Background: an optimization exercise with open tools, aiming at small area, a short achievable clock period and few clock cycles per item. Do not read the settings as production practice. At most, simulation tests tie the RTL to the original design; equivalence was not proved. Only the layout flow was run in runs 1, 2 and 5 to 7; the RTL was not checked for function there. Power figures rest on the tool's default switching activity, not on a simulated workload.

<file path="run.sh">
#!/bin/bash
# synth_recipe.tcl (not shown) runs the flow's synth.tcl, then flattens the netlist and writes it again
# the make line also repeats each setting of config.mk as NAME=value (left out here)
make -C /OpenROAD-flow-scripts/flow DESIGN_CONFIG=/design/flow/config.mk WORK_HOME=/design/flow/orfs CLKGATE_MAP_FILE= SYNTH_SCRIPT=/design/flow/synth_recipe.tcl finish
</file>
<file path="config.mk">
export PLATFORM = sky130hd
export DESIGN_NAME = div_cluster
export DESIGN_NICKNAME = div_cluster
export VERILOG_FILES = /design/flow/design.v
export SDC_FILE = /design/flow/constraint.sdc
export NUM_CORES = 4
export LEC_CHECK = 0
export ABC_AREA = 1
export CAP_MARGIN = 20
export CORE_MARGIN = 2
export CORE_UTILIZATION = 40
export CTS_CLUSTER_DIAMETER = 70
export CTS_CLUSTER_SIZE = 24
export SETUP_SLACK_MARGIN = 2.5
export SLEW_MARGIN = 20
export TNS_END_PERCENT = 10
</file>
<file path="constraint.sdc">
create_clock -name core_clock -period 5.0 [get_ports {clk}]
set_input_delay 1.0000 -clock core_clock [delete_from_list [all_inputs] [get_ports {clk}]]
set_output_delay 1.0000 -clock core_clock [all_outputs]
set_load 0.01 [all_outputs]
</file>
<file path="design.v">
package div_pkg;
  typedef logic [16-1:0] operand_t;
  typedef logic [4-1:0] tag_t;
endpackage
`timescale 1ns/1ns
module divider_nr (
  input  logic              clk,
  input  logic              reset,
  input  logic              load,
  input  logic              release_i,
  input  div_pkg::tag_t     ld_tag,
  input  div_pkg::operand_t ld_dividend,
  input  div_pkg::operand_t ld_divisor,    
  input  logic [16:0]       ld_q,          
  input  logic [3:0]        ld_shift,
  output logic [3:0]        shift,
  output logic              busy,
  output logic              done,
  output logic              finishing,
  output div_pkg::tag_t     tag,
  output div_pkg::operand_t quotient,
  output div_pkg::operand_t remainder
);
  logic [15:0] r, d;
  logic [16:0] q;
  logic [16:0] diff;
  assign diff = {1'b0, r} - {1'b0, d};
  always_ff @(posedge clk) begin
    if (reset) begin
      busy <= 1'b0;
    end else if (load) begin
      busy <= 1'b1;
    end else if (release_i) begin
      busy <= 1'b0;
    end
  end
  logic [15:0] r_nx;
  logic [16:0] q_nx;
  assign r_nx = (q[16] | diff[16]) ? r : diff[15:0];
  assign q_nx = q[16] ? q : {q[15:0], ~diff[16]};
  always_ff @(posedge clk) begin
    if (load) begin
      r   <= ld_dividend;
      d   <= ld_divisor;
      q   <= ld_q;
      tag <= ld_tag;
      shift <= ld_shift;
    end else begin
      r <= r_nx;
      q <= q_nx;
      d <= d >> 1;
    end
  end
  assign done      = busy & q[16];
  assign finishing = busy & q[15] & ~q[16];
  assign quotient  = q[15:0];
  assign remainder = r;
endmodule
`timescale 1ns/1ns
module div_dispatch (
  input  logic              clk,
  input  logic              reset,
  input  logic              accept,
  input  div_pkg::tag_t     tag,
  input  div_pkg::operand_t dividend,
  input  div_pkg::operand_t divisor,
  input  logic              leave,
  output logic              s1_valid,
  output div_pkg::tag_t     s1_tag,
  output div_pkg::operand_t s1_dividend,
  output div_pkg::operand_t s1_divisor,
  output logic [3:0]        s1_shift,
  output logic              s1_bypass,
  output logic              s1_div0,
  output logic              in_bypass
);
  function automatic [4:0] sig_bits(input [15:0] value);
    sig_bits = '0;
    for (int i = 0; i < 16; i++) begin
      if (value[i]) sig_bits = 5'(i + 1);
    end
  endfunction
  function automatic [15:0] fill(input [15:0] value);
    fill = value;
    for (int i = 14; i >= 0; i--) fill[i] = fill[i] | fill[i + 1];
  endfunction
  logic       dv_zero, in_div0;
  logic [4:0] nd, nv;
  assign nd = sig_bits(dividend);
  assign nv = sig_bits(divisor);
  assign dv_zero   = (divisor == '0);
  assign in_div0   = dv_zero & (dividend != '0);
  assign in_bypass = dv_zero | |(fill(divisor) & ~fill(dividend));
  always_ff @(posedge clk) begin
    if (reset) begin
      s1_valid <= 1'b0;
    end else if (accept) begin
      s1_valid <= 1'b1;
    end else if (leave) begin
      s1_valid <= 1'b0;
    end
  end
  always_ff @(posedge clk) begin
    if (accept) begin
      s1_tag      <= tag;
      s1_dividend <= dividend;
      s1_divisor  <= divisor;
      s1_shift    <= 4'(nd - (nv | {4'd0, dv_zero}));
      s1_bypass   <= in_bypass;
      s1_div0     <= in_div0;
    end
  end
endmodule
`timescale 1ns/1ns
module result_arbiter #(parameter int N = 4) (
  input  logic         clk,
  input  logic         reset,
  input  logic [N-1:0] cand,      
  input  logic [N-1:0] taken,     
  output logic [N-1:0] sel        
);
  logic [N-1:0] last;    
  logic [N-1:0] higher;  
  logic [N-1:0] cand_hi;
  logic [N-1:0] pick;
  logic [N-1:0] last_next;
  assign last_next = (|taken) ? taken : last;
  always_comb begin
    higher = '0;
    for (int i = 0; i < N; i++) begin
      for (int j = 0; j < N; j++) begin
        if (j < i && last_next[j]) higher[i] = 1'b1;
      end
    end
  end
  assign cand_hi = cand & higher;
  always_comb begin
    pick = '0;
    if (|cand_hi) begin
      for (int i = N - 1; i >= 0; i--) if (cand_hi[i]) pick = N'(1) << i;
    end else begin
      for (int i = N - 1; i >= 0; i--) if (cand[i]) pick = N'(1) << i;
    end
  end
  always_ff @(posedge clk) begin
    if (reset) begin
      last <= N'(1) << (N - 1);
      sel  <= '0;
    end else begin
      last <= last_next;
      sel  <= pick;
    end
  end
endmodule
`timescale 1ns/1ns
module result_store (
  input  logic              clk,
  input  logic              reset,
  input  logic              we,
  input  div_pkg::tag_t     wr_tag,
  input  logic [16:0]       wr_field,
  input  logic [3:0]        wr_len,
  input  logic              wr_div0,
  input  div_pkg::tag_t     rd_tag,
  output logic              rd_valid,
  output div_pkg::operand_t rd_quotient,
  output div_pkg::operand_t rd_remainder
);
  localparam int DEPTH = 1 << 4;
  logic [DEPTH-1:0] valid;
  logic [16:0]      f_mem [DEPTH];
  logic [3:0]       l_mem [DEPTH];
  logic             z_mem [DEPTH];
  logic [16:0]      f;
  logic [3:0]       l;
  logic             z;
  logic [16:0]      m;
  always_ff @(posedge clk) begin
    if (reset) begin
      valid    <= '0;
      rd_valid <= 1'b0;
    end else begin
      if (we) begin
        valid[wr_tag] <= 1'b1;
      end
      rd_valid <= valid[rd_tag];
    end
  end
  always_ff @(posedge clk) begin
    if (we) begin
      f_mem[wr_tag] <= wr_field;
      l_mem[wr_tag] <= wr_len;
      z_mem[wr_tag] <= wr_div0;
    end
  end
  always_ff @(posedge clk) begin
    f <= f_mem[rd_tag];
    l <= l_mem[rd_tag];
    z <= z_mem[rd_tag];
  end
  always_comb begin
    for (int j = 0; j < 17; j++) m[j] = (5'(j) <= {1'b0, l});
  end
  always_comb begin
    for (int j = 0; j < 16; j++) begin
      rd_quotient[j]  = m[j] & (z | f[j]);
      rd_remainder[j] = f[16 - j] & (z | ~m[16 - j]);
    end
  end
endmodule
`timescale 1ns/1ns
module div_cluster (
  input  logic              clk,
  input  logic              reset,
  input  logic              start,
  input  div_pkg::tag_t     tag,
  input  div_pkg::operand_t dividend,
  input  div_pkg::operand_t divisor,
  input  div_pkg::tag_t     rd_tag,
  output logic              ready,
  output logic              complete,
  output div_pkg::tag_t     complete_tag,
  output logic              rd_valid,
  output div_pkg::operand_t rd_quotient,
  output div_pkg::operand_t rd_remainder
);
  localparam int N = 4;
  logic              accept, leave;
  logic              s1_valid, s1_bypass, s1_div0, in_bypass;
  div_pkg::tag_t     s1_tag;
  div_pkg::operand_t s1_dividend, s1_divisor;
  logic [3:0]        s1_shift, byp_len;
  logic [N-1:0]      busy, done, finishing, eng_grant, avail, load;
  div_pkg::tag_t     e_tag [N];
  div_pkg::operand_t e_quo [N];
  div_pkg::operand_t e_rem [N];
  logic [3:0]        e_shift [N];
  div_pkg::operand_t ld_divisor;
  logic [16:0]       ld_q;
  logic              byp_grant, eng_job;
  logic              we;
  div_pkg::tag_t     w_tag;
  logic [16:0]       w_field;
  logic [3:0]        w_len;
  logic              w_div0;
  assign accept = start & ready;
  div_dispatch u_dispatch (
    .clk         (clk),
    .reset       (reset),
    .accept      (accept),
    .tag         (tag),
    .dividend    (dividend),
    .divisor     (divisor),
    .leave       (leave),
    .s1_valid    (s1_valid),
    .s1_tag      (s1_tag),
    .s1_dividend (s1_dividend),
    .s1_divisor  (s1_divisor),
    .s1_shift    (s1_shift),
    .s1_bypass   (s1_bypass),
    .s1_div0     (s1_div0),
    .in_bypass   (in_bypass)
  );
  assign byp_len    = s1_div0 ? s1_shift : 4'd0;
  assign ld_divisor = s1_divisor << s1_shift;
  assign ld_q       = 17'(1) << (4'd15 - s1_shift);
  for (genvar i = 0; i < N; i++) begin : g_eng
    divider_nr u_div (
      .clk         (clk),
      .reset       (reset),
      .load        (load[i]),
      .release_i   (eng_grant[i]),
      .ld_tag      (s1_tag),
      .ld_dividend (s1_dividend),
      .ld_divisor  (ld_divisor),
      .ld_q        (ld_q),
      .ld_shift    (s1_shift),
      .shift       (e_shift[i]),
      .busy        (busy[i]),
      .done        (done[i]),
      .finishing   (finishing[i]),
      .tag         (e_tag[i]),
      .quotient    (e_quo[i]),
      .remainder   (e_rem[i])
    );
  end
  logic [N-1:0] sel, cand_next;
  logic [2:0]   starve;
  logic         eng_first, any_sel;
  result_arbiter #(.N(N)) u_arbiter (
    .clk   (clk),
    .reset (reset),
    .cand  (cand_next),
    .taken (eng_grant),
    .sel   (sel)
  );
  assign any_sel   = |sel;
  assign eng_first = &starve;
  assign byp_grant = s1_valid & s1_bypass & ~(any_sel & eng_first);
  assign eng_grant = sel & {N{~byp_grant}};
  assign eng_job   = s1_valid & ~s1_bypass;
  assign avail     = ~busy | sel;
  always_comb begin
    load = '0;
    for (int i = N - 1; i >= 0; i--) begin
      if (avail[i]) load = N'(1) << i;
    end
    if (!eng_job) load = '0;
  end
  assign leave = byp_grant | (eng_job & |avail);
  function automatic [16:0] rev_rem(input [15:0] v);
    rev_rem = '0;
    for (int i = 0; i < 16; i++) rev_rem[16 - i] = v[i];
  endfunction
  always_comb begin
    w_tag   = '0;
    w_field = '0;
    w_len   = '0;
    w_div0  = 1'b0;
    for (int i = 0; i < N; i++) begin
      w_tag   = w_tag | (e_tag[i] & {4{eng_grant[i]}});
      w_field = w_field | (({1'b0, e_quo[i]} | rev_rem(e_rem[i])) & {17{eng_grant[i]}});
      w_len   = w_len | (e_shift[i] & {4{eng_grant[i]}});
    end
    if (byp_grant) begin
      w_tag   = s1_tag;
      w_field = rev_rem(s1_dividend);
      w_len   = byp_len;
      w_div0  = s1_div0;
    end
  end
  assign we = any_sel | byp_grant;
  logic [N-1:0] idle_next;
  logic         s1v_next, eng_ok_next, byp_ok_next;
  logic [2:0]   starve_next;
  assign idle_next   = ~load & (~busy | eng_grant);
  assign cand_next   = ~load & busy & ~eng_grant & (done | finishing);
  assign s1v_next    = accept | (s1_valid & ~leave);
  assign eng_ok_next = |idle_next | |cand_next;
  assign byp_ok_next = ~(|cand_next & (&starve_next));
  always_comb begin
    starve_next = starve;
    if (byp_grant && any_sel) starve_next = starve + 1'b1;
    else if (|eng_grant) starve_next = '0;
  end
  always_ff @(posedge clk) begin
    if (reset) begin
      ready        <= 1'b1;
      starve       <= '0;
      complete     <= 1'b0;
    end else begin
      ready        <= ~s1v_next | ((accept ? in_bypass : s1_bypass) ? byp_ok_next : eng_ok_next);
      starve       <= starve_next;
      complete     <= we;
    end
  end
  always_ff @(posedge clk) begin
    complete_tag <= w_tag;
  end
  result_store u_store (
    .clk          (clk),
    .reset        (reset),
    .we           (we),
    .wr_tag       (w_tag),
    .wr_field     (w_field),
    .wr_len       (w_len),
    .wr_div0      (w_div0),
    .rd_tag       (rd_tag),
    .rd_valid     (rd_valid),
    .rd_quotient  (rd_quotient),
    .rd_remainder (rd_remainder)
  );
endmodule
</file>
==> flow_summary.ini, run 1 <==
[sta]
tightest_slew_ns = 1.048
finalHoldViolations = 0
slew_headroom_pct = 29.93
slew_violations = 0
final.min_clock_period_ns = 2.732
rsz0062_at_grt = yes
min_period_over_period_pct = 54.65
setup_tns_ns = 0
fmax_mhz = 366.0
setup-violations-final = 0
skew_ns = 0.05580

[setup_path]
worstPathArrival_ns = 1.73
cp_common_cell = nor2_1
crit_path_end_kind = primary output
critPathMaxStageDelay_ns = 0.39
path_max_fanout = 6
required_ns = 4.00
crit_path_cell_trace = buf_4 -> a21oi_2 -> nor2_1 -> nor2_1 -> dlygate4sd2_1
start_kind = flop
critPathSlowestCell = dfxtp_4
critical_path_class = reg2out

[power_and_ir_drop]
seqPwrFrac_pct = 53.2
p_comb_share_pct = 15.3
sw_frac_of_total_pct = 28.17
p_int_uw = 8842
ir_worst_vdd_uv = 238.9
p_clk_share_pct = 31.5
p_leak_uw = 0.01335
power.total_uw = 12310
p_switching_uw = 3467
pwr_density_cell_mw_per_mm2 = 336.7

[logic_synthesis]
yosys.area.top_type = edfxtp_1
netlist_instances = 3063
async_reset_ff_share_pct = 0
synth.area.top_cells = edfxtp_1 53%, dfxtp_1 8.3%, o21ai_0 7.6%
syn_avg_cell_area_um2 = 10.19
ys_types = 56
ys_ff_latch = 682
ys_top_cells_by_count = 553 x edfxtp_1, 472 x o21ai_0, 422 x nand2_1, 308 x nor2_1, 284 x inv_1
syn_area_mm2 = 0.03121
synthFlopType = edfxtp_1
yosysTopAreaCellShare_pct = 53.21
synth_edf_count = 553
synth_warnings = 9
seq_area_frac_synth_pct = 61.48
synth_most_common_cell = edfxtp_1
synth_nets = 3185

[cts]
clk_latency_ns = 0.63
cts.sinks = 682
cts_tree = built
htree_levels = 2
path_clk_slew_ns = 0.10
cts_buffer_depth = 3
ctsHoldBuffers = 0
clockRootBuffer = clkbuf_16
cts_buffers = 40

[final_layout]
final_cells = 4270
drive_gt1_share_pct = 14.09
final_area_mm2 = 0.03655
nets = 3320
fillers = 7212
multi_input_area_mm2 = 0.01115
area_growth_syn_to_layout_pct = 17.12
fin_util_pct = 47.26
ff_latch_area_mm2 = 0.01922
antennaDiodeCount = 0

[drt]
wire_per_inst_um = 21.49
drtPass1Iterations = 6
drt_first_iter_violations = 2200
viasPerCell = 5.527
ant_nets = 0
drc_errors = 0
drt-total-wl_um = 91770
vias = 23600

[global_route]
grt.overflow.total = 0
grtUsageTotal_pct = 21.97
grt_pass1_wl_um = 135600
grt_pass1_vias = 22150
grt_max_degree = 89
antenna_found_initial = 2

[run_status]
outcome = timing/DRC/antenna clean

[die]
core_mm2 = 0.07734
die_x_um = 283.3
die_h_um = 283.3
rows = 102
start_util_pct = 40.35
pin_count = 82
dieArea_mm2 = 0.08028

[place]
gp_congestion = 0.8750
dp_hpwl_um = 57360
placed_cell_area_mm2 = 0.03315
place_inst = 4072
port-buffer-count = 81

[worst_hold_path]
hp-class = reg2reg

[flow_run]
cap_violations = 0
-- metrics by stage --
step	setup WS, ns	hold WS (ns)
2_1_floorplan	2.311	0.4268
3_3_place_gp	1.448	0.4355
3_5_place_dp	1.323	0.4379
4_1_cts	2.068	0.4283
5_1_grt	2.190	0.4460
6_report	2.268	0.4363
-- path summary, 6_finish.rpt --
path / from / endpoint / slack (ns) / depth (start not counted)
worst max register to register: starve[0] / u_store.f_mem[0][6] / 2.30 / 11
worst min-delay path: g_eng[3].u_div.d[2] / g_eng[3].u_div.d[1] / 0.44 / 2
worst max-delay path: u_store.l[1] / rd_remainder[10] / 2.27 / 5
worst min register to register: g_eng[3].u_div.d[2] / g_eng[3].u_div.d[1] / 0.44 / 2
-- cell families (layout without fill, tap and decap cells) --
family          Yosys count  after routing  share of synthesized area (%)
compound gates          815            816                          14.99
xor+xnor                 28             28                         0.7858
fa+ha+maj                79             79                          3.287
buf+inv                 444            593                          5.452
flops                   682            682                          61.48
mux                       3              3                        0.09622
simple gates           1012           1029                          13.91
-- power groups by stage --
stage / registers (uW) / clock network [uW] / logic (uW)
floorplan: 6590 / 0 / 1110
global placement: 6680 / 0 / 1680
detailed placement: 6680 / 0 / 1690
CTS: 6550 / 3930 / 1810
global route: 6570 / 4120 / 2070
finish: 6550 / 3870 / 1880
-- layout by cell type (no fill, tap or decap), types with 15 or more instances in the layout --
cell type        instances
a21oi_1                108
o221ai_1                61
o211ai_1                37
o22ai_1                 34
clkinvlp_4              17
clkdlybuf4s50_1         20
xnor2_1                 15
ha_1                    67
nand2_1                402
nor2_1                 280
buf_4                   97
dlymetal6s2s_1          25
buf_12                  28
nand2_2                 24
o21ai_1                 19
clkbuf_16               42
nand4_1                 32
o21ai_0                454
or2_2                   20
dfxtp_1                118
a21oi_2                 17
nand3_1                173
inv_1                  253
nor2_4                  40
inv_2                   16
edfxtp_1               553
-- routing by layer --
metal	vias up	part of all wire [%]	track usage (%)
met5	-	0	0
met1	11490	44	31.20
met2	870	46	35.09
met4	0	3.2	6.772
li1	11090	-	-
met3	145	7.3	2.866
-- layout make-up --
cell class              count  share of cell area (%)
flip-flops and latches    682                   52.59
multi-input cells        1955                   30.49
repair buffers            219                   6.144
well taps                1040                   3.560
inverters                 295                   3.231
clock buffers              51                   2.910
clock inverters            23                  0.9858
repair inverters            5                 0.08900
-- worst max-delay path, delay by kind of cell, from the launching register on --
family,cells,cell delay (ns)
compound gates,1,0.14
simple gates,2,0.14
flops,1,0.39
buf+inv,2,0.43
-- timing repair --
action | 4_1_cts | 5_1_grt
endpoints found under the setup margin | 915 | 873
pin swaps | 33 | 41
hold endpoints to repair | 0 | 0
resized for setup | 164 | 170
buffers inserted | 64 | 33
gates cloned | 21 | 4
-- sequential cells by signal, indices dropped and copies added, names as in the netlist, 3 cells and up --
register                flops
starve                      3
u_store.f_mem             272
u_arbiter.sel               4
u_store.f                  17
u_dispatch.s1_shift         4
u_dispatch.s1_tag           4
u_store.l                   4
g_eng.u_div.q              68
u_store.l_mem              64
u_dispatch.s1_dividend     16
complete_tag                4
g_eng.u_div.shift          16
g_eng.u_div.tag            16
u_store.z_mem              16
g_eng.u_div.d              64
g_eng.u_div.busy            4
g_eng.u_div.r              64
u_dispatch.s1_divisor      16
u_store.valid              16
u_arbiter.last              3
==> run 2: changes to the inputs <==
--- a/config.mk
+++ b/config.mk
@@ -13,2 +13,3 @@
 export CTS_CLUSTER_SIZE = 24
+export GPL_ROUTABILITY_DRIVEN = 0
 export SETUP_SLACK_MARGIN = 2.5
==> run 2 against run 1 <==
Effect of this change: still clean on timing, DRC and antenna; count of clock-buffer cells in the layout is 3 higher; synthesized cell count unchanged; setup slack improved by 0.038 ns; register-to-register slack gained 0.02 ns.
==> flow_summary.ini, run 2 <==
[logic_synthesis]
yosysTopAreaCellShare_pct = 53.21
synth_nets = 3185
yosys.area.top_type = edfxtp_1
syn_avg_cell_area_um2 = 10.19
synth.area.top_cells = edfxtp_1 53%, dfxtp_1 8.3%, o21ai_0 7.6%
synth_edf_count = 553
ys_top_cells_by_count = 553 x edfxtp_1, 472 x o21ai_0, 422 x nand2_1, 308 x nor2_1, 284 x inv_1
syn_area_mm2 = 0.03121
ys_types = 56
synthFlopType = edfxtp_1
synth_warnings = 9
ys_ff_latch = 682
netlist_instances = 3063
seq_area_frac_synth_pct = 61.48
synth_most_common_cell = edfxtp_1
async_reset_ff_share_pct = 0

[die]
dieArea_mm2 = 0.08028
die_h_um = 283.3
core_mm2 = 0.07734
pin_count = 82
rows = 102
die_x_um = 283.3
start_util_pct = 40.35

[power_and_ir_drop]
seqPwrFrac_pct = 53.4
p_switching_uw = 3529
p_clk_share_pct = 30.5
pwr_density_cell_mw_per_mm2 = 334.8
sw_frac_of_total_pct = 28.79
p_int_uw = 8731
p_leak_uw = 0.01336
p_comb_share_pct = 16.1
ir_worst_vdd_uv = 277.4

[drt]
drtPass1Iterations = 7
wire_per_inst_um = 21.59
drt-total-wl_um = 92680
vias = 23730
ant_nets = 0
viasPerCell = 5.529
drc_errors = 0
drt_first_iter_violations = 2353

[cts]
cts_tree = built
cts_buffers = 41
htree_levels = 2
path_clk_slew_ns = 0.09
clockRootBuffer = clkbuf_16
cts_buffer_depth = 3
cts.sinks = 682
clk_latency_ns = 0.63

[final_layout]
top_regs = u_store.f_mem (272), g_eng.u_div.q (68)
largest_reg_flops = 272
top_register = u_store.f_mem
drive_gt1_share_pct = 14.91
antennaDiodeCount = 0
final_common_cell = edfxtp_1
nets = 3341
area_growth_syn_to_layout_pct = 17.32
layout_common_cells = 553 x edfxtp_1, 455 x o21ai_0, 401 x nand2_1
final_cells = 4292

[sta]
setup_tns_ns = 0
finalHoldViolations = 0
min_period_over_period_pct = 53.88
slew_violations = 0
final.min_clock_period_ns = 2.694
slew_headroom_pct = 41.82
rsz0062_at_grt = yes
skew_ns = 0.04128
tightest_slew_ns = 0.8726
setup-violations-final = 0
fmax_mhz = 371.2

[setup_path]
crit_path_cell_trace = buf_6 -> or2_2 -> clkdlybuf4s15_1
crit_path_end_kind = primary output
path_max_fanout = 10
crit_family = flip-flops
critical_path_class = reg2out
required_ns = 4.00
critPathSlowestCell = dfxtp_4
cp.buffers_inverters = 2
critPathMaxStageDelay_ns = 0.40
worstPathArrival_ns = 1.69
start_kind = flop

[global_route]
grt_max_degree = 99
grt_pass1_wl_um = 137100
grtUsageTotal_pct = 22.17
antenna_found_initial = 4
grt_pass1_vias = 22260
grt.overflow.total = 0

[place]
place_inst = 4075
dp_hpwl_um = 57030
port-buffer-count = 81

[run_status]
outcome = timing/DRC/antenna clean

[worst_hold_path]
hp-class = reg2reg

[flow_run]
cap_violations = 0
[run 2: worst min-delay path, cell delays in order, from the launching register on]
cell and delay (ns):
dfxtp_1 0.33, nand2_1 0.05, o21ai_0 0.05
[run 2: worst paths after layout]
path / start / end / slack [ns] / cells after the start
worst max-delay path: u_store.z / rd_quotient[0] / 2.31 / 3
worst min-delay path: g_eng[1].u_div.d[13] / g_eng[1].u_div.d[12] / 0.45 / 2
worst max register to register: starve[0] / u_store.f_mem[5][0] / 2.32 / 10
worst min register to register: g_eng[1].u_div.d[13] / g_eng[1].u_div.d[12] / 0.45 / 2
[run 2: cell type report]
type,count,area [um^2]
timing repair inverter,5,37.54
clock inverter,22,261.5
inverter,295,1172
tap,1040,1301
timing repair buffer,237,2340
clock buffer,54,1095
sequential,682,19220
multi-input combinational,1957,11190
fill,7185,40720
[run 2: power groups by stage]
stage / logic [uW] / registers [uW] / clock network (uW)
final: 1970 / 6550 / 3740
after global routing: 2160 / 6570 / 3980
after CTS: 1830 / 6550 / 3770
after detailed placement: 1690 / 6680 / 0
after global placement: 1680 / 6680 / 0
after floorplan: 1110 / 6590 / 0
[run 2: cell families (layout without fill, tap and decap cells)]
logic type      after synthesis  after routing  synth area share (%)
buf+inv                     444            613                 5.452
fa+ha+maj                    79             79                 3.287
compound gates              815            816                 14.99
mux                           3              3               0.09622
simple gates               1012           1031                 13.91
flops                       682            682                 61.48
xor+xnor                     28             28                0.7858
[run 2: what timing repair did]
item                                    in CTS  in global routing
resized for setup                          199                151
hold buffers                                 0                  0
pin swaps                                   40                 33
endpoints found under the setup margin     902                858
gates cloned                                22                  5
buffers inserted                            90                 23
[run 2: metrics by stage]
step	worst slack, ns	util [%]	cell area (um^2)	hold WS [ns]	total power (uW)
after floorplan	2.311	-	31270	0.4268	7697
after global placement	1.467	42.87	33150	0.4347	8356
after detailed placement	1.411	42.92	33190	0.4399	8377
after CTS	2.116	46.70	36120	0.4531	12150
after global routing	2.252	47.35	36620	0.4730	12700
final	2.306	47.35	36620	0.4511	12260
[run 2: per-layer routing]
layer  track usage (%)  part of all wire [%]  vias up
li1                  -                     -    11150
met5                 0                     0        -
met1             31.15                    43    11500
met3             2.971                   7.8      130
met2             36.00                    46      955
met4             6.190                   2.9        0
==> run 3: changes to the inputs <==
--- a/design.v
+++ b/design.v
@@ -288,3 +288,3 @@
   logic [2:0]   starve;
-  logic         eng_first, any_sel;
+  logic         eng_first, any_sel;    
   result_arbiter #(.N(N)) u_arbiter (
@@ -297,3 +297,2 @@
   assign any_sel   = |sel;
-  assign eng_first = &starve;
   assign byp_grant = s1_valid & s1_bypass & ~(any_sel & eng_first);
@@ -349,2 +348,3 @@
       starve       <= '0;
+      eng_first    <= 1'b0;
       complete     <= 1'b0;
@@ -353,2 +353,3 @@
       starve       <= starve_next;
+      eng_first    <= &starve_next;
       complete     <= we;
--- a/config.mk
+++ b/config.mk
@@ -16,2 +16,2 @@
 export SLEW_MARGIN = 20
-export TNS_END_PERCENT = 10
+export TNS_END_PERCENT = 30
==> run 3 against run 2 <==
Effect of this change: register-to-register slack better by 0.05 ns; fmax down 3.6%; critical endpoint is now rd_remainder[15]; power up 5.8%; die area down 0.16%; highest routed layer unchanged; setup slack worse by 0.10 ns; non-clock buffer count down 4; design area down 0.31%; sequential share of layout area up 0.24 points; routed wire length up 3.6%; clock skew down 0.011 ns; first-iteration DRC count up 8.5%.
==> flow_summary.ini, run 3 <==
[power_and_ir_drop]
sw_frac_of_total_pct = 29.94
p_switching_uw = 3883
seqPwrFrac_pct = 52.0
p_int_uw = 9089
p_leak_uw = 0.01324
p_clk_share_pct = 29.7
ir_worst_vdd_uv = 319.4
p_comb_share_pct = 18.3
pwr_density_cell_mw_per_mm2 = 355.4

[place]
dp_hpwl_um = 57600
place_worst_setup_slack_ns = 1.556
place_inst = 4055
port-buffer-count = 81

[final_layout]
area_growth_syn_to_layout_pct = 17.15
top_regs = u_store.f_mem (272), g_eng.u_div.q (68)
final_cells = 4274
layout_common_cells = 553 x edfxtp_1, 468 x o21ai_0, 358 x nand2_1
top_register = u_store.f_mem
drive_gt1_share_pct = 14.57
final_common_cell = edfxtp_1
nets = 3320
largest_reg_flops = 272

[setup_path]
critical_path_class = reg2out
required_ns = 4.00
worstPathArrival_ns = 1.79
crit_path_end_kind = primary output
path_max_fanout = 5
start_kind = flop

[logic_synthesis]
synthFlopType = edfxtp_1
synth-simple-area-share_pct = 13.59
synth_warnings = 9
synth-compound-area-share_pct = 15.28
synth_xor_area_share_pct = 0.7871
synth_edf_count = 553
async_reset_ff_share_pct = 0
synth_top_family_by_area = compound AO/OA/AOI/OAI gates
yosys.area.top_type = edfxtp_1
synth_most_common_cell = edfxtp_1
synth.area.top_cells = edfxtp_1 53%, dfxtp_1 8.4%, o21ai_0 8.0%
synth.area.mux_share_pct = 0.1285
syn_avg_cell_area_um2 = 10.23
yosysTopAreaCellShare_pct = 53.29
synth_nets = 3166
netlist_instances = 3045
seq_area_frac_synth_pct = 61.65
syn_area_mm2 = 0.03116
synthAdderAreaFrac_pct = 3.253
ys_types = 56
ys_ff_latch = 683
ys_top_cells_by_count = 553 x edfxtp_1, 498 x o21ai_0, 381 x nand2_1, 308 x nor2_1, 270 x inv_1

[sta]
slew_violations = 0
slew_headroom_pct = 27.17
tightest_slew_ns = 1.092
min_period_over_period_pct = 55.89
skew_ns = 0.03032
setup_tns_ns = 0
final.min_clock_period_ns = 2.794
setup-violations-final = 0
fmax_mhz = 357.9
setup_slack_ns = 2.206
finalHoldViolations = 0
rsz0062_at_grt = yes

[global_route]
grt_pass1_vias = 22380
grt.overflow.total = 0
grtUsageTotal_pct = 22.87
grt_pass1_wl_um = 139900
grt_max_degree = 186
antenna_found_initial = 2

[cts]
cts_buffer_depth = 3
cts_buffers = 42
path_clk_slew_ns = 0.09
clockRootBuffer = clkbuf_16
ctsHoldBuffers = 0
cts.sinks = 683
htree_levels = 2
cts_tree = built
clk_latency_ns = 0.62

[die]
die_h_um = 283.1
die_x_um = 283.1
core_mm2 = 0.07734
pin_count = 82
start_util_pct = 40.29
dieArea_mm2 = 0.08015
rows = 102

[drt]
vias = 23950
drt-total-wl_um = 95990
drc_errors = 0
viasPerCell = 5.602
ant_nets = 0
wire_per_inst_um = 22.46
drt_first_iter_violations = 2553
drtPass1Iterations = 5

[flow_run]
cap_violations = 0

[worst_hold_path]
hp-class = reg2reg

[run_status]
outcome = timing/DRC/antenna clean
## run 3: cell count changes after synthesis, sizes merged, moves of 7 or more
| cell | previous run | this run |
|---|---|---|
| a21boi | 7 | 14 |
| clkinv | 2 | 10 |
| inv | 293 | 274 |
| nand2 | 440 | 399 |
| nand3 | 177 | 190 |
| nor3 | 5 | 18 |
| o21ai | 490 | 505 |
| or2 | 26 | 19 |
## run 3: cells by family (layout without fill, tap and decap cells)
logic type / Yosys count / in the layout
muxes: 4 / 4
and+or+nand+nor: 984 / 1003
xor gates and xnor gates: 28 / 28
DFF: 683 / 683
other: 0 / 2
buffers and inverters: 432 / 600
AOI/OAI and AO/OA: 836 / 836
adders and majority gates: 78 / 78
## run 3: what timing repair did
action                     in CTS  in global routing
cloned                         21                  6
pin swaps                      46                 39
resized for setup             251                147
setup endpoints to repair     864                830
setup buffers                  74                 39
## run 3: power by group through the flow
stage / Combinational (uW) / Clock (uW) / Sequential, uW
floorplan: 1410 / 0 / 6740
global placement: 2050 / 0 / 6880
finish: 2370 / 3850 / 6750
CTS: 2230 / 3910 / 6740
detailed placement: 2070 / 0 / 6880
global route: 2620 / 4090 / 6770
## run 3: worst paths after layout
check	slack, ns	endpoint	cells after the start	startpoint
max	2.21	rd_remainder[15]	7	u_store.l[2]
min	0.45	u_store.valid[11]	2	u_store.valid[11]
max reg2reg	2.37	g_eng[0].u_div.d[15]	7	u_dispatch.s1_shift[2]
min reg2reg	0.45	u_store.valid[11]	2	u_store.valid[11]
## run 3: metrics by stage
stage                     power [uW]  util [%]  hold WS [ns]  instance area [um^2]
final                          12970     47.20        0.4494                 36500
after global routing           13490     47.19        0.4813                 36500
after CTS                      12890     46.17        0.4547                 35710
after detailed placement        8950     42.78        0.4412                 33090
after global placement          8926     42.76        0.4356                 33070
after floorplan                 8148         -        0.4268                 31170
## run 3: per-layer routing
layer  part of all wire, %  GRT usage, %  up-vias
met4                   5.6         10.81        0
met5                     0             0        -
met1                    41         30.12    11530
met2                    47         37.37     1043
met3                   7.1         3.205      226
li1                      -             -    11150
## run 3: layout make-up
| class | count | area (um^2) |
|---|---|---|
| antenna | 2 | 5.005 |
| clock buffer | 56 | 1145 |
| clock inverter | 21 | 281.5 |
| fill | 7165 | 40840 |
| inverter | 284 | 1132 |
| multi-input combinational | 1949 | 11070 |
| sequential | 683 | 19240 |
| tap | 1040 | 1301 |
| timing repair buffer | 233 | 2286 |
| timing repair inverter | 6 | 40.04 |
## run 3: critical path, stage by stage (launching register included)
cell and delay, ns:
dfxtp_4 0.37, buf_6 0.12, nor2_4 0.13, inv_4 0.06, nor2_4 0.13, nand2_2 0.07
a21boi_1 0.14, buf_2 0.15
Testbench counts of run 3, summed over its fixed seeds: cycles 2,358, items 2,048.
==> run 4: changes to the inputs <==
--- a/config.mk
+++ b/config.mk
@@ -16,2 +16,2 @@
 export SLEW_MARGIN = 20
-export TNS_END_PERCENT = 30
+export TNS_END_PERCENT = 10
==> run 4 against run 3 <==
Effect of this change: design area fell by 1.3%; fmax increased by 3.6%; setup slack gained 0.097 ns; non-clock buffer count fell by 30; routed wire length down 0.56%; sequential cell count did not move.
==> flow_summary.ini, run 4 <==
[run_status]
outcome = timing/DRC/antenna clean

[cts]
htree_levels = 2
cts_tree = built
path_clk_slew_ns = 0.09
clk_latency_ns = 0.62
cts_buffers = 42
cts_buffer_depth = 3
clockRootBuffer = clkbuf_16
ctsHoldBuffers = 0
cts.sinks = 683

[die]
die_x_um = 283.1
pin_count = 82
core_mm2 = 0.07734
die_h_um = 283.1
dieArea_mm2 = 0.08015
rows = 102
start_util_pct = 40.29

[global_route]
grt.overflow.total = 0
grt_pass1_wl_um = 139400
grt_pass1_vias = 22290
grtUsageTotal_pct = 22.79
antenna_found_initial = 2
grt_max_degree = 186

[setup_path]
path_max_fanout = 4
start_kind = flop
crit_path_cell_trace = nor2_4 -> inv_4 -> nor2_4 -> nand2_2 -> a21boi_1 -> clkbuf_2
worstPathArrival_ns = 1.70
cp.buffers_inverters = 2
critical_path_class = reg2out
crit_path_end_kind = primary output
r2r_slack_ns = 2.31
required_ns = 4.00
r2r_end = u_store.l_mem[2][1]
worstRegToRegCells = 6
rr_startpoint = u_arbiter.sel[0]
critPathSlowestCell = dfxtp_4
critPathMaxStageDelay_ns = 0.38
cp_common_cell = nor2_4
crit_family = flip-flops

[logic_synthesis]
ys_top_cells_by_count = 553 x edfxtp_1, 498 x o21ai_0, 381 x nand2_1, 308 x nor2_1, 270 x inv_1
synth_warnings = 9
synthFlopType = edfxtp_1
synth_xor_area_share_pct = 0.7871
seq_area_frac_synth_pct = 61.65
synth_most_common_cell = edfxtp_1
synth_edf_count = 553
synth.area.mux_share_pct = 0.1285
ys_types = 56
synth_top_family_by_area = compound AO/OA/AOI/OAI gates
netlist_instances = 3045
syn_avg_cell_area_um2 = 10.23
async_reset_ff_share_pct = 0
yosys.area.top_type = edfxtp_1
ys_ff_latch = 683
synthAdderAreaFrac_pct = 3.253
syn_area_mm2 = 0.03116
synth-compound-area-share_pct = 15.28
yosysTopAreaCellShare_pct = 53.29
synth-simple-area-share_pct = 13.59
synth.area.top_cells = edfxtp_1 53%, dfxtp_1 8.4%, o21ai_0 8.0%
synth_nets = 3166

[final_layout]
final_area_mm2 = 0.03603
final_cells = 4242
final_common_cell = edfxtp_1
drive_gt1_share_pct = 13.06
top_register = u_store.f_mem
fin_util_pct = 46.58
nets = 3289
largest_reg_flops = 272
layout_common_cells = 553 x edfxtp_1, 472 x o21ai_0, 363 x nand2_1
area_growth_syn_to_layout_pct = 15.63
top_regs = u_store.f_mem (272), g_eng.u_div.q (68)

[place]
port-buffer-count = 81
place_inst = 4055
dp_hpwl_um = 57600
place_worst_setup_slack_ns = 1.556
placed_cell_area_mm2 = 0.03309

[drt]
wire_per_inst_um = 22.50
viasPerCell = 5.608
drt-total-wl_um = 95460
drc_errors = 0
drtPass1Iterations = 6
vias = 23790
ant_nets = 0
drt_first_iter_violations = 2649

[power_and_ir_drop]
p_leak_uw = 0.01306
pwr_density_cell_mw_per_mm2 = 358.2
ir_worst_vdd_uv = 318.4

[sta]
slew_violations = 0
setup_tns_ns = 0
rsz0062_at_grt = yes
slew_headroom_pct = 23.42
setup-violations-final = 0
min_period_over_period_pct = 53.94
setup_slack_ns = 2.303
fmax_mhz = 370.8
finalHoldViolations = 0
tightest_slew_ns = 1.144
final.min_clock_period_ns = 2.697
skew_ns = 0.03171

[worst_hold_path]
hp-class = reg2reg
whs_endpoint = u_store.valid[12]
holdPathStages = 2
min_from = u_store.valid[12]

[flow_run]
cap_violations = 0
## run 4: logic make-up (layout without fill, tap and decap cells)
logic type	after synthesis	count (layout)
other cells	0	1
buf+inv	432	570
compound gates	836	836
simple gates	984	1002
fa+ha+maj	78	78
xor+xnor	28	28
flops	683	683
mux	4	4
## run 4: what timing repair did
action / in CTS / in global routing
cloned: 19 / 6
buffers inserted: 62 / 22
resized for setup: 216 / 126
endpoints found under the setup margin: 864 / 909
pin swaps: 40 / 29
## run 4: final cells by class
type                            instances  area [um^2]
Tap cell                             1040         1301
Inverter                              284         1117
Antenna cell                            1        2.502
Timing Repair inverter                  6        40.04
Multi-Input combinational cell       1948        11000
Clock inverter                         21        281.5
Fill cell                            7205        41310
Clock buffer                           56         1145
Timing Repair Buffer                  203         1899
Sequential cell                       683        19240
## run 4: worst reg2reg max path: cells and delay by family, from the launching register on
family	cells	cell delay [ns]
AO/OA/AOI/OAI	2	0.42
buffers and inverters	2	0.41
flip-flops	1	0.36
AND/OR/NAND/NOR	2	1.12
## run 4: worst max-delay path by stage
| stage | end | cells past startpoint | startpoint |
|---|---|---|---|
| floorplan | u_store.f_mem[8][0] | 11 | u_arbiter.sel[3] |
| global placement | u_dispatch.s1_shift[1] | 17 | dividend[0] |
| detailed placement | u_dispatch.s1_shift[2] | 17 | dividend[0] |
| CTS | rd_quotient[10] | 5 | u_store.l[1] |
| global route | u_store.f_mem[2][0] | 9 | u_arbiter.sel[1] |
| finish | rd_remainder[15] | 6 | u_store.l[2] |
## run 4: per-layer routing
metal  routed length [um]  track usage (%)
met4                 4743            10.36
met2                44770            37.46
met1                39110            30.26
met3                 6836            2.802
met5                    0                0
## run 4: per-stage QoR
stage          hold WS [ns]  power, uW
3_5_place_dp         0.4412       8950
3_3_place_gp         0.4356       8926
5_1_grt              0.4813      13410
4_1_cts              0.4547      12820
2_1_floorplan        0.4268       8148
6_report             0.4502      12910
## run 4: power by group
| part | internal, uW | switching (uW) |
|---|---|---|
| Clock | 1730 | 2110 |
| Combinational | 789 | 1520 |
| Sequential | 6520 | 231 |
| Total | 9040 | 3860 |
==> run 5: changes to the inputs <==
--- a/design.v
+++ b/design.v
@@ -226,3 +226,3 @@
 );
-  localparam int N = 4;
+  localparam int N = 5;
   logic              accept, leave;
==> run 5 against run 4 <==
Effect of this change: critical path depth is 1 lower; die area is 9.4% higher; sequential share of layout area is 1.2 points lower; still clean on timing, DRC and antenna; count of clock-buffer cells in the layout is 5 higher; combinational power is 13% higher; highest routed layer is now met5.
==> flow_summary.ini, run 5 <==
[final_layout]
area_growth_syn_to_layout_pct = 17.01
fin_util_pct = 47.05
drive_gt1_share_pct = 13.86
top_regs = u_store.f_mem (272), g_eng.u_div.q (85)
nets = 3636
largest_reg_flops = 272
layout_common_cells = 593 x edfxtp_1, 535 x o21ai_0, 418 x nand2_1
top_register = u_store.f_mem
antennaDiodeCount = 0
final_common_cell = edfxtp_1
fillers = 7889

[power_and_ir_drop]
p_clk_share_pct = 29.8
p_switching_uw = 4248
p_int_uw = 9938
ir_worst_vdd_uv = 262.0
p_leak_uw = 0.01426
sw_frac_of_total_pct = 29.94
pwr_density_cell_mw_per_mm2 = 355.2
p_comb_share_pct = 18.5
seqPwrFrac_pct = 51.7

[sta]
slew_violations = 0
skew_ns = 0.02714
min_period_over_period_pct = 53.50
final.min_clock_period_ns = 2.675
fmax_mhz = 373.8
setup_tns_ns = 0
tightest_slew_ns = 1.091
slew_headroom_pct = 27.25
rsz0062_at_grt = yes
fin_hold_ws_ns = 0.4473
finalHoldViolations = 0
setup-violations-final = 0

[cts]
cts_tree = built
clk_latency_ns = 0.62
cts.sinks = 743
cts_buffer_depth = 3
ctsHoldBuffers = 0
path_clk_slew_ns = 0.10
htree_levels = 2
cts_buffers = 47
clockRootBuffer = clkbuf_16

[die]
rows = 107
die_h_um = 296.1
dieArea_mm2 = 0.08768
start_util_pct = 40.21
die_x_um = 296.1
pin_count = 82
core_mm2 = 0.08488

[logic_synthesis]
synth_edf_count = 593
synth_most_common_cell = edfxtp_1
netlist_instances = 3353
async_reset_ff_share_pct = 0
yosysTopAreaCellShare_pct = 52.18
seq_area_frac_synth_pct = 60.97
synthFlopType = edfxtp_1
synth.area.top_cells = edfxtp_1 52%, dfxtp_1 8.8%, o21ai_0 8.3%
synth_nets = 3491
ys_top_cells_by_count = 593 x edfxtp_1, 569 x o21ai_0, 450 x nand2_1, 334 x nor2_1, 292 x inv_1
ys_types = 55
synth_warnings = 9
syn_avg_cell_area_um2 = 10.18
syn_area_mm2 = 0.03413
yosys.area.top_type = edfxtp_1
ys_ff_latch = 743

[run_status]
outcome = timing/DRC/antenna clean

[drt]
wire_per_inst_um = 22.51
drt-total-wl_um = 105300
drt_first_iter_violations = 2801
drc_errors = 0
drtPass1Iterations = 6
viasPerCell = 5.642
ant_nets = 0
vias = 26400

[setup_path]
path_max_fanout = 6
worstPathArrival_ns = 1.68
required_ns = 4.00
crit_path_end_kind = primary output
critical_path_class = reg2out
start_kind = flop

[global_route]
grt_pass1_wl_um = 152600
grtUsageTotal_pct = 23.14
grt_max_degree = 187
grt_pass1_vias = 24590
grt.overflow.total = 0
antenna_found_initial = 3

[place]
dp_hpwl_um = 65150
port-buffer-count = 81

[worst_hold_path]
hp-class = reg2reg

[flow_run]
cap_violations = 0
## run 5: cell count changes in the layout (fill, tap and decap cells not counted), moves of 10 or more
| cell | before | now |
|---|---|---|
| o21ai_0 | 472 | 535 |
| a21oi_1 | 112 | 122 |
| edfxtp_1 | 553 | 593 |
| buf_4 | 93 | 115 |
| nor2_1 | 277 | 306 |
| nand2_1 | 363 | 418 |
| ha_1 | 72 | 83 |
| xor2_1 | 12 | 28 |
| dfxtp_1 | 121 | 139 |
| nand4_1 | 31 | 14 |
## run 5: worst max-delay path, stage by stage (launching register included)
cell and delay [ns]:
dfxtp_4 0.42, nor2_4 0.14, inv_2 0.07, o21ai_2 0.13
nor2_1 0.06, clkdlybuf4s15_1 0.22
## run 5: final timing paths
path                         endpoint  cells past startpoint  slack (ns)                start
hold / removal    g_eng[0].u_div.d[7]                      2        0.45  g_eng[0].u_div.d[8]
setup reg to reg  g_eng[4].u_div.r[9]                     10        2.35  g_eng[4].u_div.r[2]
setup / recovery       rd_quotient[5]                      5        2.33         u_store.l[1]
hold reg to reg   g_eng[0].u_div.d[7]                      2        0.45  g_eng[0].u_div.d[8]
## run 5: power groups by stage
stage / sequential [uW] / clock (uW) / combinational, uW
CTS: 7330 / 4310 / 2470
detailed placement: 7470 / 0 / 2350
global route: 7360 / 4520 / 2870
floorplan: 7360 / 0 / 1540
global placement: 7470 / 0 / 2330
finish: 7330 / 4230 / 2620
## run 5: final cells by class
type	instances	area [um^2]	share of cell area [%]
clock buffers	61	1249	3.127
clock inverters	25	319.1	0.7989
inverters	299	1190	2.980
multi-input cells	2165	12550	31.43
flip-flops and latches	743	20840	52.19
well taps	1144	1431	3.584
repair buffers	237	2317	5.803
repair inverters	5	35.03	0.08773
## run 5: logic make-up after synthesis
logic type,Yosys count,share of synthesized area [%]
XOR/XNOR,50,1.283
AO/OA/AOI/OAI,935,15.74
buffers and inverters,459,5.133
AND/OR/NAND/NOR,1068,13.17
multiplexers,3,0.08799
flip-flops,743,60.97
adder cells (fa/ha/maj),95,3.615
## run 5: metrics by stage
stage	cell area (um^2)	total power, uW	std cells	setup slack (ns)
finish	39930	14190	4679	2.325
floorplan	34230	8906	3353	2.282
global route	39930	14750	4679	2.250
detailed placement	36370	9822	4478	1.523
CTS	38960	14110	4633	2.311
global placement	36340	9798	4475	1.533
## run 5: repair_timing
action,in CTS,in global routing
setup endpoints to repair,986,971
gates resized for setup,267,175
setup buffers,54,39
gates cloned,15,7
pin swaps,32,56
## run 5: routing by layer
layer	share of wire [%]	global-route usage (%)
met1	42	31.01
met2	48	38.94
met3	6.7	2.751
met4	4.0	7.834
met5	0.012	0
==> run 6: changes to the inputs <==
--- a/design.v
+++ b/design.v
@@ -119,3 +119,5 @@
   input  logic [N-1:0] taken,     
-  output logic [N-1:0] sel        
+  output logic [N-1:0] sel,       
+  input  logic [4*N-1:0] tags,    
+  output logic [3:0]   sel_tag    
 );
@@ -153,2 +155,8 @@
   end
+  always_ff @(posedge clk) begin
+    sel_tag <= '0;
+    for (int i = 0; i < N; i++) begin
+      if (pick[i]) sel_tag <= tags[4*i +: 4];
+    end
+  end
 endmodule
@@ -226,3 +234,3 @@
 );
-  localparam int N = 5;
+  localparam int N = 4;
   logic              accept, leave;
@@ -287,2 +295,7 @@
   logic [N-1:0] sel, cand_next;
+  logic [4*N-1:0] e_tags;
+  div_pkg::tag_t  sel_tag;
+  for (genvar i = 0; i < N; i++) begin : g_tags
+    assign e_tags[4*i +: 4] = e_tag[i];
+  end
   logic [2:0]   starve;
@@ -294,3 +307,5 @@
     .taken (eng_grant),
-    .sel   (sel)
+    .sel   (sel),
+    .tags  (e_tags),
+    .sel_tag (sel_tag)
   );
@@ -314,3 +329,3 @@
   always_comb begin
-    w_tag   = '0;
+    w_tag   = sel_tag;
     w_field = '0;
@@ -319,3 +334,2 @@
     for (int i = 0; i < N; i++) begin
-      w_tag   = w_tag | (e_tag[i] & {4{eng_grant[i]}});
       w_field = w_field | (({1'b0, e_quo[i]} | rev_rem(e_rem[i])) & {17{eng_grant[i]}});
==> run 6 against run 5 <==
Effect of this change: critical endpoint is now rd_remainder[15]; largest cell class unchanged; synthesized cell count shrank 7.8%; non-clock buffer count is 23 lower; still clean on timing, DRC and antenna; setup slack worse by 0.052 ns; highest routed layer is now met4; via count decreased by 9.1%; count of clock-buffer cells in the layout shrank 8; critical path depth rose by 1.
==> flow_summary.ini, run 6 <==
[run_status]
outcome = timing/DRC/antenna clean

[final_layout]
largest_reg_flops = 272
antennaDiodeCount = 0
nets = 3348
area_growth_syn_to_layout_pct = 16.61
final_common_cell = edfxtp_1
fillers = 7123
top_regs = u_store.f_mem (272), g_eng.u_div.q (68)
drive_gt1_share_pct = 13.80
final_area_mm2 = 0.03648
layout_common_cells = 553 x edfxtp_1, 452 x o21ai_0, 393 x nand2_1
top_register = u_store.f_mem

[logic_synthesis]
synth_edf_count = 553
ys_types = 50
yosys.area.top_type = edfxtp_1
ys_ff_latch = 687
ys_top_cells_by_count = 553 x edfxtp_1, 476 x o21ai_0, 422 x nand2_1, 338 x nor2_1, 307 x inv_1
synthFlopType = edfxtp_1
synth_xor_area_share_pct = 0.8680
syn_avg_cell_area_um2 = 10.12
synthAdderAreaFrac_pct = 3.240
synth_warnings = 9
synth.area.mux_share_pct = 0.1640
synth_nets = 3212
async_reset_ff_share_pct = 0
synth.area.top_cells = edfxtp_1 53%, dfxtp_1 8.6%, o21ai_0 7.6%
yosysTopAreaCellShare_pct = 53.09
seq_area_frac_synth_pct = 61.66
syn_area_mm2 = 0.03128
netlist_instances = 3091
synth-simple-area-share_pct = 13.38
synth-compound-area-share_pct = 15.12
synth_top_family_by_area = compound AO/OA/AOI/OAI gates
synth_most_common_cell = edfxtp_1

[drt]
drc_errors = 0
wire_per_inst_um = 22.29
drtPass1Iterations = 6
drt-total-wl_um = 95840
ant_nets = 0
vias = 24010
drt_first_iter_violations = 2439
viasPerCell = 5.583

[place]
place_worst_setup_slack_ns = 1.615
port-buffer-count = 81
placed_cell_area_mm2 = 0.03323
dp_hpwl_um = 60260

[cts]
path_clk_slew_ns = 0.09
clk_latency_ns = 0.62
cts_buffers = 42
cts_buffer_depth = 3
clockRootBuffer = clkbuf_16
cts_tree = built
htree_levels = 2
cts.sinks = 687

[setup_path]
critPathSlowestCell = dfxtp_4
r2r_slack_ns = 2.34
r2r_end = g_eng[0].u_div.d[12]
cp_common_cell = nor2_4
crit_path_cell_trace = nor2_4 -> inv_4 -> nor2_4 -> nand2_2 -> a21boi_2 -> buf_2
required_ns = 4.00
cp.buffers_inverters = 2
worstRegToRegCells = 8
critPathMaxStageDelay_ns = 0.41
crit_family = flip-flops
critical_path_class = reg2out
start_kind = flop
rr_startpoint = u_dispatch.s1_shift[0]
path_max_fanout = 6
worstPathArrival_ns = 1.73
crit_path_end_kind = primary output

[flow_run]
cap_violations = 0

[die]
core_mm2 = 0.07747
pin_count = 82
die_h_um = 283.6
dieArea_mm2 = 0.08045
start_util_pct = 40.38
rows = 102
die_x_um = 283.6

[sta]
final.min_clock_period_ns = 2.727
fmax_mhz = 366.7
tightest_slew_ns = 1.074
rsz0062_at_grt = yes
skew_ns = 0.03298
finalHoldViolations = 0
slew_violations = 0
setup-violations-final = 0
setup_tns_ns = 0
min_period_over_period_pct = 54.54
slew_headroom_pct = 27.93
setup_slack_ns = 2.273

[worst_hold_path]
min_from = g_eng[0].u_div.d[5]
holdPathStages = 2
hp-class = reg2reg
whs_endpoint = g_eng[0].u_div.d[4]

[global_route]
antenna_found_initial = 0
grtUsageTotal_pct = 23.06
grt.overflow.total = 0
grt_pass1_wl_um = 140700
grt_pass1_vias = 22550
grt_max_degree = 95

[power_and_ir_drop]
ir_worst_vdd_uv = 313.7
p_leak_uw = 0.01343
pwr_density_cell_mw_per_mm2 = 355.8
## run 6: changes by cell type after synthesis, sizes merged, moves of 13 or more
| cell | delta |
|---|---|
| a31oi | +15 |
| clkbuf | -13 |
| dfxtp | -16 |
| edfxtp | -40 |
| ha | -16 |
| nand2 | -27 |
| nand3 | -50 |
| o21ai | -97 |
| o22ai | +13 |
## run 6: metrics by stage
step,instances,total power [uW],hold WS [ns],util [%]
finish,4300,12980,0.4352,47.09
detailed placement,4105,8860,0.4370,42.90
global placement,4104,8849,0.4324,42.89
global route,4300,13460,0.4624,47.09
floorplan,3091,8076,0.4245,-
CTS,4274,12940,0.4418,46.39
## run 6: metal layers
layer / share of wire [%] / wire [um] / up-vias / global-route usage, %
met2: 48 / 45950 / 957 / 38.79
met1: 41 / 38940 / 11670 / 29.96
met4: 4.5 / 4347 / 0 / 9.577
met3: 6.9 / 6603 / 196 / 3.175
met5: 0 / 0 / - / 0
li1: - / - / 11190 / -
## run 6: kinds of logic after synthesis
| logic type | count (synthesis) |
|---|---|
| fa+ha+maj | 78 |
| flops | 687 |
| buf+inv | 459 |
| xor+xnor | 31 |
| mux | 5 |
| compound gates | 831 |
| simple gates | 1000 |
## run 6: area by class of cell
class	count	area, um^2	area share [%]
flip-flops and latches	687	19310	52.95
well taps	1040	1301	3.567
inverters	314	1224	3.355
multi-input cells	1961	11060	30.33
repair inverters	7	52.55	0.1441
clock inverters	24	346.6	0.9502
repair buffers	214	2042	5.598
clock buffers	53	1134	3.108
## run 6: worst max-delay path by stage
stage                           startpoint                endpoint  slack [ns]  cells after the start
after floorplan           u_arbiter.sel[3]     u_store.f_mem[9][0]        2.28                     11
after global placement         dividend[0]  u_dispatch.s1_shift[1]        1.60                     17
after detailed placement        divisor[3]  u_dispatch.s1_shift[1]        1.62                     13
after CTS                     u_store.l[3]        rd_remainder[15]        2.23                      6
after global routing          u_store.l[3]         rd_quotient[14]        2.21                      5
final                         u_store.l[3]        rd_remainder[15]        2.27                      6
## run 6: what timing repair did
| action | 4_1_cts | 5_1_grt |
|---|---|---|
| gates cloned | 21 | 3 |
| setup buffers | 71 | 23 |
| gates resized for setup | 281 | 111 |
| hold buffers | 0 | 0 |
| pin swaps | 53 | 19 |
| endpoints found under the setup margin | 862 | 931 |
## run 6: report_power, final
part	leakage (uW)	switching, uW	internal, uW
clock network	0.000716	2080	1910
registers	0.00632	213	6520
logic	0.00640	1490	776
## run 6: worst register-to-register path, delay by kind of cell (launching register included)
family	cells	cell delay, ns
AO/OA/AOI/OAI	4	1.22
buffers and inverters	2	0.73
flip-flops	1	0.34
AND/OR/NAND/NOR	2	0.22
==> run 7: changes to the inputs <==
--- a/design.v
+++ b/design.v
@@ -86,9 +86,18 @@
   endfunction
-  logic       dv_zero, in_div0;
-  logic [4:0] nd, nv;
+  function automatic next_bit(input [15:0] value);
+    logic [15:0] f;
+    f = fill(value);
+    next_bit = |(value & (f & ~(f >> 1)) >> 1);
+  endfunction
+  logic        dv_zero, in_div0, skip;
+  logic [4:0]  nd, nv;
+  logic [15:0] fd, fv;
   assign nd = sig_bits(dividend);
   assign nv = sig_bits(divisor);
+  assign fd = fill(dividend);
+  assign fv = fill(divisor);
   assign dv_zero   = (divisor == '0);
   assign in_div0   = dv_zero & (dividend != '0);
-  assign in_bypass = dv_zero | |(fill(divisor) & ~fill(dividend));
+  assign skip      = next_bit(divisor) & ~next_bit(dividend);
+  assign in_bypass = dv_zero | |(fv & ~fd) | ((fv == fd) & skip);
   always_ff @(posedge clk) begin
@@ -107,3 +116,3 @@
       s1_divisor  <= divisor;
-      s1_shift    <= 4'(nd - (nv | {4'd0, dv_zero}));
+      s1_shift    <= 4'(nd - (nv | {4'd0, dv_zero}) - {4'd0, skip});
       s1_bypass   <= in_bypass;
@@ -119,5 +128,3 @@
   input  logic [N-1:0] taken,     
-  output logic [N-1:0] sel,       
-  input  logic [4*N-1:0] tags,    
-  output logic [3:0]   sel_tag    
+  output logic [N-1:0] sel        
 );
@@ -155,8 +162,2 @@
   end
-  always_ff @(posedge clk) begin
-    sel_tag <= '0;
-    for (int i = 0; i < N; i++) begin
-      if (pick[i]) sel_tag <= tags[4*i +: 4];
-    end
-  end
 endmodule
@@ -295,7 +296,2 @@
   logic [N-1:0] sel, cand_next;
-  logic [4*N-1:0] e_tags;
-  div_pkg::tag_t  sel_tag;
-  for (genvar i = 0; i < N; i++) begin : g_tags
-    assign e_tags[4*i +: 4] = e_tag[i];
-  end
   logic [2:0]   starve;
@@ -307,5 +303,3 @@
     .taken (eng_grant),
-    .sel   (sel),
-    .tags  (e_tags),
-    .sel_tag (sel_tag)
+    .sel   (sel)
   );
@@ -329,3 +323,3 @@
   always_comb begin
-    w_tag   = sel_tag;
+    w_tag   = '0;
     w_field = '0;
@@ -334,2 +328,3 @@
     for (int i = 0; i < N; i++) begin
+      w_tag   = w_tag | (e_tag[i] & {4{eng_grant[i]}});
       w_field = w_field | (({1'b0, e_quo[i]} | rev_rem(e_rem[i])) & {17{eng_grant[i]}});
==> run 7 against run 6 <==
Effect of this change: still clean on timing, DRC and antenna; utilization is 0.20 points lower; final cell count is 2.0% higher; synthesized cell count is 1.8% higher; critical endpoint unchanged; largest power group unchanged.
==> flow_summary.ini, run 7 <==
[setup_path]
start_kind = flop
required_ns = 4.00
rr_startpoint = g_eng[0].u_div.r[2]
startpoint = u_store.l[2]
worstPathArrival_ns = 1.75
crit_path_end_kind = primary output
critical_path_class = reg2out
path_max_fanout = 4

[drt]
drtPass1Iterations = 7
drc_errors = 0
vias = 24310
ant_nets = 0
drt-total-wl_um = 96390
drt_first_iter_violations = 2538
viasPerCell = 5.545
wire_per_inst_um = 21.98

[final_layout]
top_regs = u_store.f_mem (272), g_eng.u_div.q (68)
top_register = u_store.f_mem
antennaDiodeCount = 0
layout_common_cells = 553 x edfxtp_1, 466 x o21ai_0, 393 x nand2_1
nets = 3439
drive_gt1_share_pct = 15.83
largest_reg_flops = 272
final_common_cell = edfxtp_1
final_area_mm2 = 0.03692
area_growth_syn_to_layout_pct = 16.51

[sta]
fmax_mhz = 364.0
slew_violations = 0
rsz0062_at_grt = yes
final.min_clock_period_ns = 2.747
skew_ns = 0.03605
finalHoldViolations = 0
fin_hold_ws_ns = 0.4460
min_period_over_period_pct = 54.94
setup_tns_ns = 0
tightest_slew_ns = 0.9064
slew_headroom_pct = 39.38
setup-violations-final = 0

[global_route]
grt_max_degree = 107
grt_pass1_vias = 22750
antenna_found_initial = 0
grt.overflow.total = 0
grtUsageTotal_pct = 23.22
grt_pass1_wl_um = 143200

[die]
pin_count = 82
die_x_um = 285.5
core_mm2 = 0.07874
start_util_pct = 40.25
dieArea_mm2 = 0.08150
die_h_um = 285.5
rows = 103

[power_and_ir_drop]
pwr_density_cell_mw_per_mm2 = 359.3
p_leak_uw = 0.01333
power.total_uw = 13270
ir_worst_vdd_uv = 245.8

[place]
placed_cell_area_mm2 = 0.03374
port-buffer-count = 81
dp_hpwl_um = 60700

[logic_synthesis]
synth_most_common_cell = edfxtp_1
yosys.area.top_type = edfxtp_1
ys_types = 57
synth_warnings = 9
synth.area.top_cells = edfxtp_1 52%, dfxtp_1 8.2%, o21ai_0 7.8%
synth_edf_count = 553
seq_area_frac_synth_pct = 60.61
async_reset_ff_share_pct = 0
yosysTopAreaCellShare_pct = 52.40
synth_nets = 3285
netlist_instances = 3148
syn_avg_cell_area_um2 = 10.07
ys_top_cells_by_count = 553 x edfxtp_1, 494 x o21ai_0, 417 x nand2_1, 338 x nor2_1, 298 x inv_1
syn_area_mm2 = 0.03169
synthFlopType = edfxtp_1
ys_ff_latch = 683

[flow_run]
cap_violations = 0

[cts]
cts.sinks = 683
ctsHoldBuffers = 0
clk_latency_ns = 0.63
cts_tree = built
cts_buffer_depth = 3
htree_levels = 2
path_clk_slew_ns = 0.09
clockRootBuffer = clkbuf_16
cts_buffers = 41

[run_status]
outcome = timing/DRC/antenna clean

[worst_hold_path]
min_from = g_eng[2].u_div.d[13]
hp-class = reg2reg
## run 7: through the flow
stage               util (%)  setup WS (ns)  cells
finish                 46.89          2.253   4385
global route           46.89          2.134   4385
floorplan                  -          1.889   3148
global placement       42.85          1.014   4171
CTS                    46.28          2.272   4343
detailed placement     42.86         0.9892   4171
## run 7: final cells by class
class / instances / area, um^2
clock buffer: 54 / 1096
clock inverter: 22 / 252.7
fill: 7247 / 41820
inverter: 313 / 1239
multi-input combinational: 2017 / 11700
sequential: 683 / 19240
tap: 1050 / 1314
timing repair buffer: 240 / 2032
timing repair inverter: 6 / 43.79
## run 7: routing by layer
metal | part of all wire (%) | vias to the layer above | global-route usage [%]
li1 | - | 11470 | -
met1 | 41 | 11760 | 30.15
met2 | 49 | 895 | 39.50
met3 | 6.2 | 190 | 2.663
met4 | 4.6 | 0 | 9.712
met5 | 0 | - | 0
## run 7: worst max-delay path, cell delays in order (launching register included)
cell	delay, ns
dfxtp_4	0.40
nor2_4	0.15
inv_4	0.06
nor2_4	0.10
nand2_1	0.09
a21boi_1	0.17
buf_2	0.16
## run 7: report_power, final
part	internal [uW]	total, uW	switching [uW]
logic	906	2710	1810
clock network	1690	3750	2060
registers	6580	6810	227
total	9170	13300	4100
## run 7: what timing repair did
item	in CTS	in global routing
setup endpoints to repair	956	922
setup buffers	79	35
pin swaps	61	45
gates resized for setup	336	165
cloned	17	3
## run 7: cells by family (layout without fill, tap and decap cells)
logic type | count (synthesis) | after routing | synth area share, %
flops | 683 | 683 | 60.61
compound gates | 829 | 829 | 14.88
buf+inv | 462 | 635 | 5.567
fa+ha+maj | 94 | 94 | 3.853
mux | 3 | 3 | 0.09476
xor+xnor | 31 | 31 | 0.8567
simple gates | 1046 | 1060 | 14.13
## run 7: path summary, 6_finish.rpt
path	cells past startpoint	slack, ns	end
worst max-delay path	6	2.25	rd_remainder[15]
worst min-delay path	2	0.45	g_eng[2].u_div.d[12]
worst min register to register	2	0.45	g_eng[2].u_div.d[12]
worst max register to register	8	2.35	g_eng[0].u_div.r[9]

port drivers added, routing unchanged:
The results above use ideal ports. As a check the final layouts listed here were re-extracted and re-timed, cells and wires unchanged.
Step 1 (the two cells are an assumption about what drives the block):
set clk [get_ports {clk}]
set_driving_cell -lib_cell sky130_fd_sc_hd__clkbuf_16 $clk
set_driving_cell -lib_cell sky130_fd_sc_hd__buf_2 [delete_from_list [all_inputs] $clk]
Step 2 also shifts input and output timing later by t, the mid clock arrival at the registers, as if the neighbouring blocks saw the same clock.
a / b / c = ideal ports / drivers / drivers and shift; a / b = the first two.
run | shift t [ns] | setup WS [ns] | worst setup path after step 2
run 1 | 0.672 | 2.268 / 2.203 / 1.806 | input to register
run 2 | 0.676 | 2.306 / 2.238 / 1.842 | input to register
run 3 | 0.673 | 2.206 / 2.144 / 1.948 | input to register
run 4 | 0.672 | 2.303 / 2.241 / 1.937 | input to register
run 5 | 0.668 | 2.325 / 2.262 / 1.860 | input to register
run 6 | 0.677 | 2.273 / 2.204 / 1.795 | input to register
run 7 | 0.673 | 2.253 / 2.189 / 1.636 | input to register
After both steps setup and hold are still met in every run listed. The setup slack of run 7, which loses most, moves by -0.064 ns with the drivers and by -0.617 ns with both steps.
